Context: an optimization exercise on an open-source flow, tuned for small area. The choices shown serve that exercise and are no tape-out recipe.
Function was checked by simulation only, so behaviour that the tests miss may differ from the original.
No activity file was given, so power comes from the tool's default toggle rates.

## flow/config.mk

```make
export PLATFORM = sky130hd
export DESIGN_NAME = mipsPipeline
export DESIGN_NICKNAME = mipsPipeline
export VERILOG_FILES = /design/flow/design.v
export SDC_FILE = /design/flow/constraint.sdc
export NUM_CORES = 4
export LEC_CHECK = 0
export CAP_MARGIN = 20
export CORE_MARGIN = 2
export CORE_UTILIZATION = 60
export SLEW_MARGIN = 20
```

## flow/constraint.sdc

```tcl
create_clock -name core_clock -period 7.5 [get_ports {clk}]
set_input_delay 1.5000 -clock core_clock [delete_from_list [all_inputs] [get_ports {clk}]]
set_output_delay 1.5000 -clock core_clock [all_outputs]
set_load 0.01 [all_outputs]
```

## flow/design.v

```verilog
module mipsPipeline (
    input  logic        clk,
    input  logic        rst_n,
    output logic [29:0] iCacheAddr,
    input  logic [31:0] iCacheRdata,
    input  logic        iCacheStall,
    output logic        dCacheRen,
    output logic        dCacheWen,
    output logic [29:0] dCacheAddr,
    output logic [31:0] dCacheWdata,
    input  logic [31:0] dCacheRdata,
    input  logic        dCacheStall
);
    logic [4:0]  ph;         
    logic        clr;        
    logic [29:0] pc;         
    logic [28:0] ir;         
    logic        irW;        
    logic        exV;        
    logic        ctPend;     
    logic        ldPend;     
    logic        stPend;     
    logic        wbEn;       
    logic [4:0]  wd;         
    logic        cy;         
    logic        eq;         
    logic [31:1] d;          
    logic [28:0] a;          
    logic        ax;         
    logic        dx;         
    wire bnd = (ph == 5'd0);
    wire [4:0] j = ph - 5'd1;    
    wire [5:0] iop    = iCacheRdata[31:26];
    wire [2:0] icls;
    assign icls[2] = (iop == 6'h23) | (iop == 6'h2b) | (iop == 6'h04) | (iop == 6'h02);
    assign icls[1] = (iop == 6'h00) | (iop == 6'h08) | (iop == 6'h04) | (iop == 6'h02);
    assign icls[0] = (iop == 6'h08) | (iop == 6'h2b) | (iop == 6'h02);
    wire [2:0] cls    = ir[28:26];
    wire [5:0] fn     = ir[5:0];
    wire       isR    = (cls == 3'b010);
    wire       isAddi = (cls == 3'b011);
    wire       isLw   = (cls == 3'b100);
    wire       isSw   = (cls == 3'b101);
    wire       isBeq  = (cls == 3'b110);
    wire       isJ    = (cls == 3'b111);
    wire       isMem  = cls[2] & ~cls[1];
    wire       isCtrl = cls[2] & cls[1];
    wire       fSub   = isR & (fn == 6'h22);
    wire       fAnd   = isR & (fn == 6'h24);
    wire       fOr    = isR & (fn == 6'h25);
    wire       fSlt   = isR & (fn == 6'h2a);
    wire [4:0] rs     = ir[25:21];
    wire [4:0] rt     = ir[20:16];
    logic [31:0] tap;
    logic        wbAct;
    logic        wbit;
    assign tap[0] = 1'b0;
    logic [3:0] weLo;
    logic [7:0] weHi;
    always_comb begin
        for (int i = 0; i < 4; i++) weLo[i] = wbAct & (wd[1:0] == i);
        for (int i = 0; i < 8; i++) weHi[i] = (wd[4:2] == i);
    end
    genvar k;
    generate
        for (k = 1; k < 32; k++) begin : g_reg
            logic [31:0] r;
            wire we = weLo[k % 4] & weHi[k / 4];
            always_ff @(posedge clk) begin
                r <= {r[30:0], we ? wbit : (r[31] & ~clr)};
            end
            assign tap[k] = r[0];
        end
    endgenerate
    wire rsb = tap[rs];
    wire rtb = tap[rt];
    wire [4:0] isel = (!isJ && j > 5'd15) ? 5'd15 : j;
    wire [31:0] irx = {6'b0, ir[25:0]};
    wire immb = irx[isel];
    wire [31:0] pcx = {2'b0, pc};
    wire pcb = pcx[j];
    wire sub  = fSub | fSlt;
    wire jLow = (j <= 5'd25);
    wire opA  = isCtrl ? (pcb & ~(isJ & jLow)) : rsb;
    wire opB  = (isJ ? (jLow & immb) : (isR ? rtb : immb)) ^ sub;
    wire cin  = (ph == 5'd1) ? sub : cy;
    wire sum  = opA ^ opB ^ cin;
    wire cout = (opA & opB) | (opA & cin) | (opB & cin);
    wire slt  = (rsb ^ rtb) ? rsb : sum;
    logic res;
    always_comb begin
        if (fAnd)                        res = rsb & rtb;
        else if (fOr)                    res = rsb | rtb;
        else if (fSlt)                   res = 1'b0;
        else                             res = sum;
    end
    wire dIn = ~clr & (isSw ? rtb : res);
    wire memNow    = bnd & exV & isMem;
    wire pend      = ldPend | stPend;
    assign dCacheRen   = (bnd & exV & isLw) | ldPend;
    assign dCacheWen   = (bnd & exV & isSw) | stPend;
    assign dCacheAddr  = {pend ? ax : sum, a};
    assign dCacheWdata = {stPend ? dx : rtb, d};
    wire loadServe = bnd & dCacheRen & ~dCacheStall;
    wire memBlock  = dCacheStall & ((exV & isMem) | pend);
    wire wbNow = (exV & (isR | isAddi)) | loadServe;
    assign wbAct = bnd ? wbNow : wbEn;
    always_comb begin
        if (bnd & loadServe)             wbit = dCacheRdata[0];
        else if (bnd & exV & fSlt)       wbit = slt;
        else                             wbit = d[1];
    end
    wire jumpNow = bnd & exV & (isJ | (isBeq & eq & (rsb ~^ rtb)));
    wire fetch = ~iCacheStall & ~irW & (~exV | bnd) & ~ctPend;
    wire start = bnd & (fetch | irW) & ~memBlock & ~jumpNow;
    wire ctUpd = ctPend & ~iCacheStall & ~clr;
    wire dHold = stPend | (ctPend & ~clr) | (bnd & exV & (isSw | isCtrl));
    assign iCacheAddr = pc;
    logic [30:0] pcT;
    always_comb begin
        pcT[0] = fetch;
        for (int i = 0; i < 30; i++) pcT[i+1] = pcT[i] & pc[i];
    end
    always_ff @(posedge clk) pc <= ctUpd ? d[30:1] : pc ^ pcT[29:0];
    always_ff @(posedge clk) begin
        if (!rst_n) begin
            ph     <= '0;
            clr    <= 1'b1;
            irW    <= 1'b0;
            exV    <= 1'b0;
            ctPend <= 1'b1;
            ldPend <= 1'b0;
            stPend <= 1'b0;
            wbEn   <= 1'b0;
        end else begin
            ph  <= ph + 5'd1;
            if (ph == 5'd31) clr <= 1'b0;
            irW <= (fetch | irW) & ~start & ~jumpNow;
            if (bnd) exV <= start;
            if (jumpNow) ctPend <= 1'b1;
            else if (ctUpd) ctPend <= 1'b0;
            ldPend <= (bnd & exV & isLw & dCacheStall) | (ldPend & ~(bnd & ~dCacheStall));
            stPend <= ((bnd & exV & isSw) | stPend) & dCacheStall;
            if (bnd) wbEn <= wbNow;
        end
    end
    always_ff @(posedge clk) begin
        if (fetch) ir <= {icls, iCacheRdata[25:0]};
        cy <= cout;
        if (exV) eq <= ((ph == 5'd1) | eq) & (rsb ~^ rtb);
        if (exV && ph == 5'd31) wd <= isR ? ir[15:11] : ir[20:16];
        if (memNow) begin
            ax <= sum;
            dx <= rtb;
        end
        if (!bnd && !pend) a <= {sum, a[28:1]};
        if (loadServe) d <= dCacheRdata[31:1];
        else if (!dHold) d <= {dIn, d[31:2]};
    end
endmodule
```

## flow/flow/run.sh

```bash
#!/bin/bash
# Standard ORFS layout, with smaller port buffers and a clock tree without dummy loads.
set -euo pipefail
bash standard.sh \
  "BUFFER_PORTS_ARGS=-buffer_cell sky130_fd_sc_hd__buf_1" \
  "CTS_ARGS=-sink_clustering_enable -repair_clock_nets -dont_use_dummy_load -buf_list sky130_fd_sc_hd__clkbuf_8 -sink_clustering_size 20 -sink_clustering_max_diameter 60" \
  finish > orfs_make.log 2>&1
```

## flow/standard.sh

```bash
#!/bin/bash
# synth_recipe.tcl (not shown) runs the flow's synth.tcl, then flattens the netlist and writes it again
# the make line also repeats each setting of config.mk as NAME=value (left out here)
make -C /OpenROAD-flow-scripts/flow DESIGN_CONFIG=/design/flow/config.mk WORK_HOME=/design/flow/orfs CLKGATE_MAP_FILE= SYNTH_SCRIPT=/design/flow/synth_recipe.tcl "${@:-finish}"
```

==> results of run 1 <==
## registers in the layout, summed over array words and instances, names as in the netlist, 5 cells and up
name  flops
a        29
wd        5
g.r     992
d        31
ir       29
ph        5
pc       30
## through the flow
step | utilization [%] | setup slack [ps]
6_report | 65.6 | 504
2_1_floorplan | - | 224
3_5_place_dp | 63.5 | -47.6
5_1_grt | 65.6 | 129
3_3_place_gp | 63.5 | 35.1
4_1_cts | 65.6 | 443
## power groups by stage
stage	Combinational, mW	Clock [mW]	Sequential [mW]
6_report	0.150	2.45	6.14
5_1_grt	0.165	2.78	6.15
4_1_cts	0.152	2.56	6.14
3_5_place_dp	0.152	0	6.28
3_3_place_gp	0.149	0	6.28
2_1_floorplan	0.0807	0	6.29
## critical path: cells and delay by family (launching register included)
family | cells | cell delay, ps
AO/OA/AOI/OAI | 1 | 140
adder cells (fa/ha/maj) | 30 | 5570
AND/OR/NAND/NOR | 1 | 390
flip-flops | 1 | 450
buffers and inverters | 1 | 120
multiplexers | 1 | 260
## cells by family (layout without fill, tap and decap cells)
family / count (synthesis) / count (layout) / synth area share [%]
flip-flops: 1132 / 1132 / 85.7
AND/OR/NAND/NOR: 269 / 269 / 4.67
multiplexers: 109 / 109 / 5.07
AO/OA/AOI/OAI: 64 / 64 / 1.66
buffers and inverters: 54 / 253 / 0.862
adder cells (fa/ha/maj): 39 / 39 / 1.79
XOR/XNOR: 8 / 8 / 0.254
other: 0 / 1 / 0
## path summary, 6_finish.rpt
| path | startpoint | endpoint | slack [ps] |
|---|---|---|---|
| max reg2reg | ph[1]$_SDFF_PN0_ | pc[28]$_DFF_P_ | 500 |
| max | ph[1]$_SDFF_PN0_ | pc[28]$_DFF_P_ | 500 |
| min | g_reg[13].r[1]$_DFF_P_ | g_reg[13].r[2]$_DFF_P_ | 280 |
| min reg2reg | g_reg[13].r[1]$_DFF_P_ | g_reg[13].r[2]$_DFF_P_ | 280 |
## final cells by class
type / count / share of cell area, %
timing repair buffer: 169 / 2.23
antenna: 1 / 0.00840
clock buffer: 69 / 3.19
tap: 600 / 2.52
multi-input combinational: 489 / 12.5
inverter: 15 / 0.189
sequential: 1132 / 79.4
## routing by layer
layer	GRT usage, %	wire, µm	vias up
met5	0	30	-
met4	6.35	1200	4
met3	5.75	2480	82
met2	26.2	17400	260
met1	23.6	19000	5587
li1	-	-	5874
## synthesized netlist by cell type, types with 3 or more instances
library cell	instances
dfxtp_1	1035
nand2_1	142
edfxtp_1	97
nor2_1	48
mux2_2	45
mux2i_1	44
ha_1	37
mux4_2	20
clkbuf_1	19
inv_1	15
a21oi_1	14
o21ai_0	13
buf_2	10
nand3b_1	9
nand3_1	8
and2_1	7
nor3_1	7
and3_1	6
buf_1	6
xnor2_1	6
nand4_1	5
nor3b_1	5
nor4_1	4
nor4b_1	4
o211ai_1	4
o31ai_1	4
a31oi_1	3
and3b_1	3
nor2b_1	3
o22ai_1	3
==> notes.md, run 1 <==
* Clock Latency Late Sink at 660 ps
* Slew @ Worst Pin at 1000 ps
* Synthesized area at 27600 µm²
* FF-to-FF path depth at 34
* Routability Congestion at 0.814
* Drt wl/cell at 16.2 µm
* IO buf count at 161
* CTS tree: done
* Final instance area at 29800 µm²
* Synth Register Bits at 1132
* Synth unique cells at 68
* Fin crit share at 93.3%
* Post-Synthesis Cells at 1675
* Chip height at 218 µm
* Crit-path max FO at 8
* Final-layout fill cell count at 3269
* H-tree levels at 3
* Final Hold Fails at 0
* Seq/Total Area, Yosys at 85.7%
* Switching pwr at 1.73 mW
* Worst setup SP type: flop
* Die Width at 218 µm
* Remaining Overflow, GRT at 0
* Worst rel slew slack at 32.7%
* WP data required at 8050 ps
* Crit path max-delay cell type: dfxtp_1
* CTS Root Cell: clkbuf_8
* Initial Utilization at 60.8%
* Global-route wire length before repair at 63800 µm
* Crit. End Element: flop
* Post-synth ARST share at 0%
* GRT Util Overall at 17.4%
* Post-CTS Setup Repair Bufs at 0
* Critical path type: flop to flop
* CTS max path bufs at 3
* Max-cap violations at 0
* Antenna violation net count after detailed routing at 0
* Seq pwr share at 70.3%
* Comb power frac at 1.7%
* Nets at 1982
* Sw frac at 19.7%
* Largest cells by area after synthesis: dfxtp_1, edfxtp_1, nand2_1, mux2_2, ha_1
* Commonest non-fill, non-tap cell in the layout: dfxtp_1
* Post-CTS resize count at 0
* Data arrival time of the worst path at 7550 ps
* Final min period at 7000 ps
* Worst-path clk slew at 120 ps
* DR DRC count at 0
* Drt total wl at 40100 µm
* Yosys Warn Count at 1
* VDD IR-drop max at 0.187 mV
* Most frequent cells in the layout: dfxtp_1, buf_1, nand2_1, edfxtp_1, clkbuf_8
* Clock Skews at 66.5 ps
* Hold-fix buffers at CTS at 0
* Non-Filler Instances at 2475
* Clock power frac at 28.0%
* Final Slew Violations at 0
* DIE AREA at 47700 µm²
* Post-Syn Nets at 1781
* Post-synth EDFFs at 97
* Most numerous cell on the critical path: ha_1
* Final TNS setup at 0 ps
* Hold Path Class: flop to flop
* Outcome: no timing/DRC/antenna violations
* Post-DP Area at 28800 µm²
* FP Rows at 78
* Largest stage delay, worst path at 450 ps
* Final Setup Violations at 0
* Top cell type's share of synthesized area at 75.1%
* Area Growth Syn to Fin at 8.00%
* PD cells at 293 nW/µm²
* Iter 0 DRT Violations at 770
* Largest net degree at the start of global routing at 35
* Hold WS at 280 ps
* Multi-input combinational cell area at 3730 µm²
* Avg Cell Area, Syn at 16.5 µm²
* Reg area at 23600 µm²
* Vias in the first global route at 11877
* Pint at 7.01 mW
* RSZ-0062 raised after global routing: no
* First drt pass iteration count at 4
* Num CTS Buffers at 69
* Initial antenna violation count at 3
* Core ar. at 45400 µm²
* Static leakage at 11.7 nW
* Area leader, netlist: dfxtp_1
* Fmax at 0.143 GHz
* Hold Path Stages at 0
* Clk sinks at 1132
* Vias after detailed routing at 11807
* PnR Total Power at 8.74 mW
* Vias/cell at 4.77
* Share of cells above drive strength 1 at 8.64%
* # IOs at 162
* Placed insts at 2405
* Synth Flop Type: dfxtp_1
* DP Wirelength at 25800 µm
==> run 2: changes to the inputs <==
==> flow/flow/run.sh (replaced) <==
#!/bin/bash
# Standard ORFS layout, with smaller port buffers and a clock tree without dummy loads.
set -euo pipefail
bash standard.sh \
  "BUFFER_PORTS_ARGS=-buffer_cell sky130_fd_sc_hd__buf_1" \
  "CTS_ARGS=-sink_clustering_enable -repair_clock_nets -dont_use_dummy_load -buf_list sky130_fd_sc_hd__clkbuf_8 -sink_clustering_size 22 -sink_clustering_max_diameter 60" \
  finish > orfs_make.log 2>&1
==> run 2 against run 1 <==
Net effect:
- via count is 0.18% lower
- power fell by 1.7%
- fmax grew 0.45%
- hold slack about the same
- critical path type unchanged
- register-to-register slack better by 30 ps
- largest power group unchanged
- clock skew increased by 54 ps
- final area fell by 0.42%
- die area stayed put
- synthesized area unchanged
- clock power down 6%
- sequential share of layout area is 0.33 points higher
==> notes.md, run 2 <==
* Outcome: no timing/DRC/antenna violations (unchanged)
* Crit-path max FO at 8 (unchanged)
* Biggest regs: g.r: 992 flops, d: 31 flops, pc: 30 flops (unchanged)
* Chip height at 218 µm (unchanged)
* CTS max path bufs at 3 (unchanged)
* Crit. End Element: flop (unchanged)
* Largest net degree at the start of global routing at 35 (unchanged)
* Worst-path clk slew at 120 ps (about the same)
* Critical path type: flop to flop (unchanged)
* Slew @ Worst Pin at 1000 ps (about the same)
* Final Slew Violations at 0 (unchanged)
* Post-synth top cells: dfxtp_1, nand2_1, edfxtp_1 (unchanged)
* CTS tree: done (unchanged)
* Final TNS setup at 0 ps (unchanged)
* Post-CTS resize count at 0 (unchanged)
* DIE AREA at 47700 µm² (unchanged)
* Fin crit share at 92.9% (was 93.3%)
* Core ar. at 45400 µm² (unchanged)
* RSZ-0062 raised after global routing: no (unchanged)
* Nets at 1973 (was 1982)
* Vias after detailed routing at 11786 (was 11807)
* Final Hold Fails at 0 (unchanged)
* Hold Path Stages at 0 (unchanged)
* PnR Total Power at 8.59 mW (was 8.74 mW)
* Post-synth EDFFs at 97 (unchanged)
* Largest register by flop count: g.r (unchanged)
* Remaining Overflow, GRT at 0 (unchanged)
* Antenna violation net count after detailed routing at 0 (unchanged)
* PD cells at 290 nW/µm² (was 293 nW/µm²)
* CTS Root Cell: clkbuf_8 (unchanged)
* Yosys Warn Count at 1 (unchanged)
* Global-route wire length before repair at 63400 µm (was 63800 µm)
* First drt pass iteration count at 5 (was 4)
* GRT Util Overall at 17.1% (was 17.4%)
* Crit path max-delay cell type: dfxtp_1 (unchanged)
* Hold-fix buffers at CTS at 0 (unchanged)
* Data arrival time of the worst path at 7540 ps (was 7550 ps)
* Hold Path Class: flop to flop (unchanged)
* Synthesized area at 27600 µm² (unchanged)
* Clock Latency Late Sink at 710 ps (was 660 ps)
* Post-synth ARST share at 0% (unchanged)
* Routability Congestion at 0.814 (unchanged)
* WP data required at 8080 ps (was 8050 ps)
* Most common cell in the netlist: dfxtp_1 (unchanged)
* Die Width at 218 µm (unchanged)
* Static leakage at 11.6 nW (was 11.7 nW)
* Share of cells above drive strength 1 at 8.20% (was 8.64%)
* IO buf count at 161 (unchanged)
* Vias/cell at 4.78 (was 4.77)
* Most frequent cells in the layout: dfxtp_1, buf_1, nand2_1, edfxtp_1, clkbuf_8 (unchanged)
* Most numerous cell on the critical path: ha_1 (unchanged)
* Num CTS Buffers at 60 (was 69)
* Avg Cell Area, Syn at 16.5 µm² (unchanged)
* Vias in the first global route at 11800 (was 11877)
* Clock Skews at 120 ps (was 66.5 ps)
* Seq/Total Area, Yosys at 85.7% (unchanged)
* Iter 0 DRT Violations at 673 (was 770)
* Final min period at 6960 ps (was 7000 ps)
* Post-CTS Setup Repair Bufs at 0 (unchanged)
* Area Growth Syn to Fin at 7.55% (was 8.00%)
* Clk sinks at 1132 (unchanged)
* Worst setup SP type: flop (unchanged)
* # IOs at 162 (unchanged)
* Post-layout util at 65.4% (was 65.6%)
* Initial antenna violation count at 3 (unchanged)
* Synth unique cells at 68 (unchanged)
* Max-cap violations at 0 (unchanged)
* Worst rel slew slack at 32.7% (about the same)
* DP Wirelength at 25800 µm (unchanged)
* VDD IR-drop max at 0.196 mV (was 0.187 mV)
* FP Rows at 78 (unchanged)
* Max reg flops at 992 (unchanged)
* Largest stage delay, worst path at 460 ps (was 450 ps)
* H-tree levels at 2 (was 3)
* Post-Syn Nets at 1781 (unchanged)
* Largest cells by area after synthesis: dfxtp_1, edfxtp_1, nand2_1, mux2_2, ha_1 (unchanged)
* Final Setup Violations at 0 (unchanged)
* FF-to-FF path depth at 34 (unchanged)
* Top cell type's share of synthesized area at 75.1% (unchanged)
* Drt wl/cell at 16.1 µm (was 16.2 µm)
* DR DRC count at 0 (unchanged)
* Post-Synthesis Cells at 1675 (unchanged)
* Synth Flop Type: dfxtp_1 (unchanged)
* Commonest non-fill, non-tap cell in the layout: dfxtp_1 (unchanged)
* Fmax at 0.144 GHz (was 0.143 GHz)
* Synth Register Bits at 1132 (unchanged)
* Area leader, netlist: dfxtp_1 (unchanged)
* Initial Utilization at 60.8% (unchanged)
* Drt total wl at 39800 µm (was 40100 µm)
## run 2: cell counts after synthesis
No cell type changed its count.
## run 2: where the power goes
group | internal [mW] | switching, mW | leakage (nW)
combinational | 0.0549 | 0.0947 | 1.86
clock | 0.721 | 1.58 | 0.431
sequential | 6.13 | 0.0156 | 9.33
## run 2: critical path: cells and delay by family (launching register included)
| kind | cells | cell delay (ps) |
|---|---|---|
| AO/OA/AOI/OAI | 1 | 130 |
| adder cells (fa/ha/maj) | 30 | 5560 |
| buffers and inverters | 1 | 120 |
| flip-flops | 1 | 460 |
| multiplexers | 1 | 260 |
| AND/OR/NAND/NOR | 1 | 380 |
## run 2: cell type report
cell class                      instances  area [µm²]
Sequential cell                      1132       23600
Fill cell                            3281       15700
Multi-Input combinational cell        489        3730
Clock buffer                           60         826
Tap cell                              600         751
Timing Repair Buffer                  169         664
Inverter                               15        56.3
Antenna cell                            1        2.50
## run 2: logic make-up after synthesis
family          synth area share, %
mux                            5.07
flops                          85.7
xor+xnor                      0.254
buf+inv                       0.862
fa+ha+maj                      1.79
compound gates                 1.66
simple gates                   4.67
## run 2: worst paths after layout
check | from | to | slack (ps)
max reg2reg | ph[1]$_SDFF_PN0_ | pc[28]$_DFF_P_ | 540
max | ph[1]$_SDFF_PN0_ | pc[28]$_DFF_P_ | 540
min reg2reg | g_reg[26].r[2]$_DFF_P_ | g_reg[26].r[3]$_DFF_P_ | 280
min | g_reg[26].r[2]$_DFF_P_ | g_reg[26].r[3]$_DFF_P_ | 280
## run 2: layer usage
metal  wire [µm]  part of all wire, %  track usage [%]  vias up
met1       18800                   47             23.5     5585
met2       17300                   43             26.1      258
li1            -                    -                -     5852
met5          27                0.068                0        -
met4        1180                  3.0             6.46        4
met3        2530                  6.4             4.75       87
## run 2: through the flow
stage	std cells	worst slack [ps]	instance area, µm²	hold slack, ps
after floorplan	1675	224	27600	310
after global placement	2405	35.1	28800	310
after detailed placement	2405	-47.6	28800	312
after CTS	2465	479	29700	278
after global routing	2466	166	29700	279
final	2466	536	29700	280
==> run 3: changes to the inputs <==
--- a/flow/design.v
+++ b/flow/design.v
@@ -19,6 +19,7 @@
     logic        exV;        
     logic        ctPend;     
     logic        ldPend;     
+    logic        ldRdy;      
     logic        stPend;     
     logic        wbEn;       
     logic [4:0]  wd;         
@@ -102,11 +103,13 @@
     assign dCacheAddr  = {pend ? ax : sum, a};
     assign dCacheWdata = {stPend ? dx : rtb, d};
     wire loadServe = bnd & dCacheRen & ~dCacheStall;
+    wire ldCap     = ~bnd & ldPend & ~dCacheStall;
     wire memBlock  = dCacheStall & ((exV & isMem) | pend);
-    wire wbNow = (exV & (isR | isAddi)) | loadServe;
+    wire wbNow = (exV & (isR | isAddi)) | loadServe | ldRdy;
     assign wbAct = bnd ? wbNow : wbEn;
     always_comb begin
         if (bnd & loadServe)             wbit = dCacheRdata[0];
+        else if (bnd & ldRdy)            wbit = dx;
         else if (bnd & exV & fSlt)       wbit = slt;
         else                             wbit = d[1];
     end
@@ -114,7 +117,7 @@
     wire fetch = ~iCacheStall & ~irW & (~exV | bnd) & ~ctPend;
     wire start = bnd & (fetch | irW) & ~memBlock & ~jumpNow;
     wire ctUpd = ctPend & ~iCacheStall & ~clr;
-    wire dHold = stPend | (ctPend & ~clr) | (bnd & exV & (isSw | isCtrl));
+    wire dHold = stPend | ldRdy | (ctPend & ~clr) | (bnd & exV & (isSw | isCtrl));
     assign iCacheAddr = pc;
     logic [30:0] pcT;
     always_comb begin
@@ -130,6 +133,7 @@
             exV    <= 1'b0;
             ctPend <= 1'b1;
             ldPend <= 1'b0;
+            ldRdy  <= 1'b0;
             stPend <= 1'b0;
             wbEn   <= 1'b0;
         end else begin
@@ -139,7 +143,8 @@
             if (bnd) exV <= start;
             if (jumpNow) ctPend <= 1'b1;
             else if (ctUpd) ctPend <= 1'b0;
-            ldPend <= (bnd & exV & isLw & dCacheStall) | (ldPend & ~(bnd & ~dCacheStall));
+            ldPend <= ((bnd & exV & isLw) | ldPend) & dCacheStall;
+            ldRdy  <= ldCap | (ldRdy & ~bnd);
             stPend <= ((bnd & exV & isSw) | stPend) & dCacheStall;
             if (bnd) wbEn <= wbNow;
         end
@@ -152,9 +157,9 @@
         if (memNow) begin
             ax <= sum;
             dx <= rtb;
-        end
+        end else if (ldCap) dx <= dCacheRdata[0];
         if (!bnd && !pend) a <= {sum, a[28:1]};
-        if (loadServe) d <= dCacheRdata[31:1];
+        if (loadServe | ldCap) d <= dCacheRdata[31:1];
         else if (!dHold) d <= {dIn, d[31:2]};
     end
 endmodule
==> flow/flow/run.sh (replaced) <==
#!/bin/bash
# Standard ORFS layout, with smaller port buffers and a clock tree without dummy loads.
set -euo pipefail
bash standard.sh \
  "BUFFER_PORTS_ARGS=-buffer_cell sky130_fd_sc_hd__buf_1" \
  "CTS_ARGS=-sink_clustering_enable -repair_clock_nets -dont_use_dummy_load -buf_list sky130_fd_sc_hd__clkbuf_8 -sink_clustering_size 20 -sink_clustering_max_diameter 60" \
  finish > orfs_make.log 2>&1
==> run 3 against run 2 <==
Net effect:
- still clean on timing, DRC and antenna
- non-clock buffer count grew 1
- fmax grew 0.68%
- die area grew 1.6%
- first-iteration DRC count shrank 18%
- register-to-register slack gained 130 ps
- clock skew shrank 23 ps
- sequential cell count grew 1
- final area grew 1.8%
- hold slack gained 3.1 ps
- power grew 1.6%
- synthesized area grew 1.6%
- worst setup slack gained 47 ps
- largest power group unchanged
==> notes.md, run 3 <==
* Final setup margin at 582 ps (was 536 ps)
* Crit-path max FO at 2 (was 8)
* Most numerous cell on the critical path: ha_1 (unchanged)
* Post-CTS resize count at 0 (unchanged)
* Biggest regs: g.r: 992 flops, d: 31 flops, pc: 30 flops (unchanged)
* Core ar. at 46400 µm² (was 45400 µm²)
* Crit path max-delay cell type: ha_1 (was dfxtp_1)
* Clock Latency Late Sink at 670 ps (was 710 ps)
* Num CTS Buffers at 68 (was 60)
* Post-synth EDFFs at 97 (unchanged)
* Top cell type's share of synthesized area at 74.0% (was 75.1%)
* Worst-path clk slew at 110 ps (was 120 ps)
* DP Wirelength at 25700 µm (was 25800 µm)
* Commonest non-fill, non-tap cell in the layout: dfxtp_1 (unchanged)
* Final Setup Violations at 0 (unchanged)
* Critical path type: input pin to flop (was flop to flop)
* Vias in the first global route at 11483 (was 11800)
* Most common cell in the netlist: dfxtp_1 (unchanged)
* Slew @ Worst Pin at 885 ps (was 1000 ps)
* Number of diodes at 0 (was 1)
* Post-synth ARST share at 0% (unchanged)
* Avg Cell Area, Syn at 17.1 µm² (was 16.5 µm²)
* Fin crit share at 92.2% (was 92.9%)
* Remaining Overflow, GRT at 0 (unchanged)
* Vias after detailed routing at 11667 (was 11786)
* Post-Synthesis Cells at 1638 (was 1675)
* Worst slack, placed at -105 ps (was -47.6 ps)
* Vias/cell at 4.76 (was 4.78)
* Synthesized area at 28000 µm² (was 27600 µm²)
* Crit. End Element: flop (unchanged)
* Area leader, netlist: dfxtp_1 (unchanged)
* CTS max path bufs at 3 (unchanged)
* Die Width at 220 µm (was 218 µm)
* CTS Root Cell: clkbuf_8 (unchanged)
* Drt total wl at 39300 µm (was 39800 µm)
* Synth Flop Type: dfxtp_1 (unchanged)
* RSZ-0062 raised after global routing: no (unchanged)
* Initial Utilization at 60.4% (was 60.8%)
* Max-cap violations at 0 (unchanged)
* Area Growth Syn to Fin at 7.74% (was 7.55%)
* Clk sinks at 1133 (was 1132)
* Chip height at 220 µm (was 218 µm)
* Final min period at 6920 ps (was 6960 ps)
* Final-layout fill cell count at 3349 (was 3281)
* Data arrival time of the worst path at 7440 ps (was 7540 ps)
* Post-synth top cells: dfxtp_1, edfxtp_1, nand2_1 (was dfxtp_1, nand2_1, edfxtp_1)
* Hold-fix buffers at CTS at 0 (unchanged)
* Cell family with most CP delay: adder cells (unchanged)
* FP Rows at 79 (was 78)
* IO buf count at 161 (unchanged)
* Static leakage at 11.8 nW (was 11.6 nW)
* Largest cells by area after synthesis: dfxtp_1, edfxtp_1, mux2_2, ha_1, mux2i_4 (was dfxtp_1, edfxtp_1, nand2_1, mux2_2, ha_1)
* Post-CTS Setup Repair Bufs at 0 (unchanged)
* WP data required at 8020 ps (was 8080 ps)
* Final Slew Violations at 0 (unchanged)
* GRT Util Overall at 16.5% (was 17.1%)
* Hold Path Class: flop to flop (unchanged)
* Largest register by flop count: g.r (unchanged)
* Largest net degree at the start of global routing at 34 (was 35)
* PD cells at 289 nW/µm² (was 290 nW/µm²)
* CTS tree: done (unchanged)
* Yosys Warn Count at 1 (unchanged)
* Drt wl/cell at 16.0 µm (was 16.1 µm)
* Iter 0 DRT Violations at 554 (was 673)
* Worst rel slew slack at 41.0% (was 32.7%)
* Initial antenna violation count at 3 (unchanged)
* Share of cells above drive strength 1 at 11.1% (was 8.20%)
* Final Hold Fails at 0 (unchanged)
* DIE AREA at 48400 µm² (was 47700 µm²)
* Most frequent cells in the layout: dfxtp_1, buf_1, edfxtp_1, nand2_1 (was dfxtp_1, buf_1, nand2_1, edfxtp_1, clkbuf_8)
* VDD IR-drop max at 0.216 mV (was 0.196 mV)
* Max reg flops at 992 (unchanged)
* Synth unique cells at 79 (was 68)
* Post-Syn Nets at 1744 (was 1781)
* H-tree levels at 3 (was 2)
* # IOs at 162 (unchanged)
* First drt pass iteration count at 5 (unchanged)
* DR DRC count at 0 (unchanged)
* Worst setup SP type: input pin (was flop)
* Global-route wire length before repair at 61400 µm (was 63400 µm)
* Antenna violation net count after detailed routing at 0 (unchanged)
* Synth Register Bits at 1133 (was 1132)
* PnR Total Power at 8.73 mW (was 8.59 mW)
* Clock Skews at 97.3 ps (was 120 ps)
* Outcome: no timing/DRC/antenna violations (unchanged)
* Fmax at 0.145 GHz (was 0.144 GHz)
* Largest stage delay, worst path at 260 ps (was 460 ps)
* Nets at 1951 (was 1973)
* Crit path buf inv count at 1 (unchanged)
* Routability Congestion at 0.794 (was 0.814)
* Seq/Total Area, Yosys at 84.4% (was 85.7%)
==> run 3: cell families (layout without fill, tap and decap cells) <==
group | after synthesis | count (layout) | synth area share (%)
fa+ha+maj | 39 | 39 | 1.76
xor+xnor | 8 | 8 | 0.250
mux | 140 | 140 | 6.87
flops | 1133 | 1133 | 84.4
simple gates | 194 | 194 | 3.72
compound gates | 78 | 78 | 2.01
buf+inv | 46 | 251 | 0.978
==> run 3: worst paths after layout <==
kind	startpoint	to	slack (ps)	cells after the start
setup / recovery	iCacheStall	pc[28]$_DFF_P_	580	32
hold / removal	g_reg[13].r[24]$_DFF_P_	g_reg[13].r[25]$_DFF_P_	280	0
setup reg to reg	ph[1]$_SDFF_PN0_	pc[28]$_DFF_P_	670	34
hold reg to reg	g_reg[13].r[24]$_DFF_P_	g_reg[13].r[25]$_DFF_P_	280	0
==> run 3: metrics by stage <==
stage | cells | util (%) | TNS, ps | cell area, µm² | hold WS, ps
2_1_floorplan | 1638 | - | 0 | 28000 | 310
3_3_place_gp | 2382 | 63.1 | -34.9 | 29300 | 310
3_5_place_dp | 2382 | 63.1 | -105 | 29300 | 312
4_1_cts | 2450 | 65.1 | 0 | 30200 | 271
5_1_grt | 2450 | 65.1 | 0 | 30200 | 282
6_report | 2450 | 65.1 | 0 | 30200 | 284
==> run 3: layout make-up <==
type                       count  area (µm²)  area share, %
timing repair buffer         170         672           2.23
clock buffer                  68         936           3.10
tap                          607         759           2.52
inverter                      13        48.8          0.162
sequential                  1133       23700           78.4
multi-input combinational    459        4120           13.6
==> run 3: layer usage <==
metal	routed length, µm	up-vias	track usage [%]	part of all wire [%]
met2	17200	237	25.2	44
met5	43	-	0	0.11
met4	982	6	5.50	2.5
met1	18700	5530	22.6	48
li1	-	5820	-	-
met3	2280	74	5.09	5.8
==> run 3: worst reg2reg max path, delay by kind of cell (launching register included) <==
family,cells,cell delay (ps)
AO/OA/AOI/OAI,1,130
AND/OR/NAND/NOR,1,190
adder cells (fa/ha/maj),30,5660
buffers and inverters,1,120
multiplexers,1,250
flip-flops,1,440
==> run 3: report_power, final <==
| part | switching, mW | internal (mW) |
|---|---|---|
| Clock | 1.58 | 0.823 |
| Sequential | 0.0163 | 6.14 |
| Combinational | 0.107 | 0.0578 |

separate check: timing with driven ports:
No port has a modelled driver above. Below, the same layouts with a new extraction and two added sets of constraints. Step 1: set_driving_cell puts a clkbuf_16 on clk and a buf_2 on each other input, an assumption about the parent block. Step 2 also shifts input and output timing later by t, the mid clock arrival at the registers, as if the neighbouring blocks saw the same clock. Three values: ideal ports, drivers, drivers and shift; two values: the first two.
| run | t (ns) | setup WS [ns] | pins driven straight from the clock port |
|---|---|---|---|
| run 1 | 0.686 | 0.504 / 0.504 / -0.034 | 1 |
| run 2 | 0.710 | 0.536 / 0.536 / -0.014 | 1 |
| run 3 | 0.672 | 0.582 / 0.591 / -0.081 | 1 |
Met with ideal ports but missed after step 2: setup timing in every run listed. For run 3, which loses most, drivers alone change the setup slack by +0.009 ns; drivers and shift together by -0.663 ns.
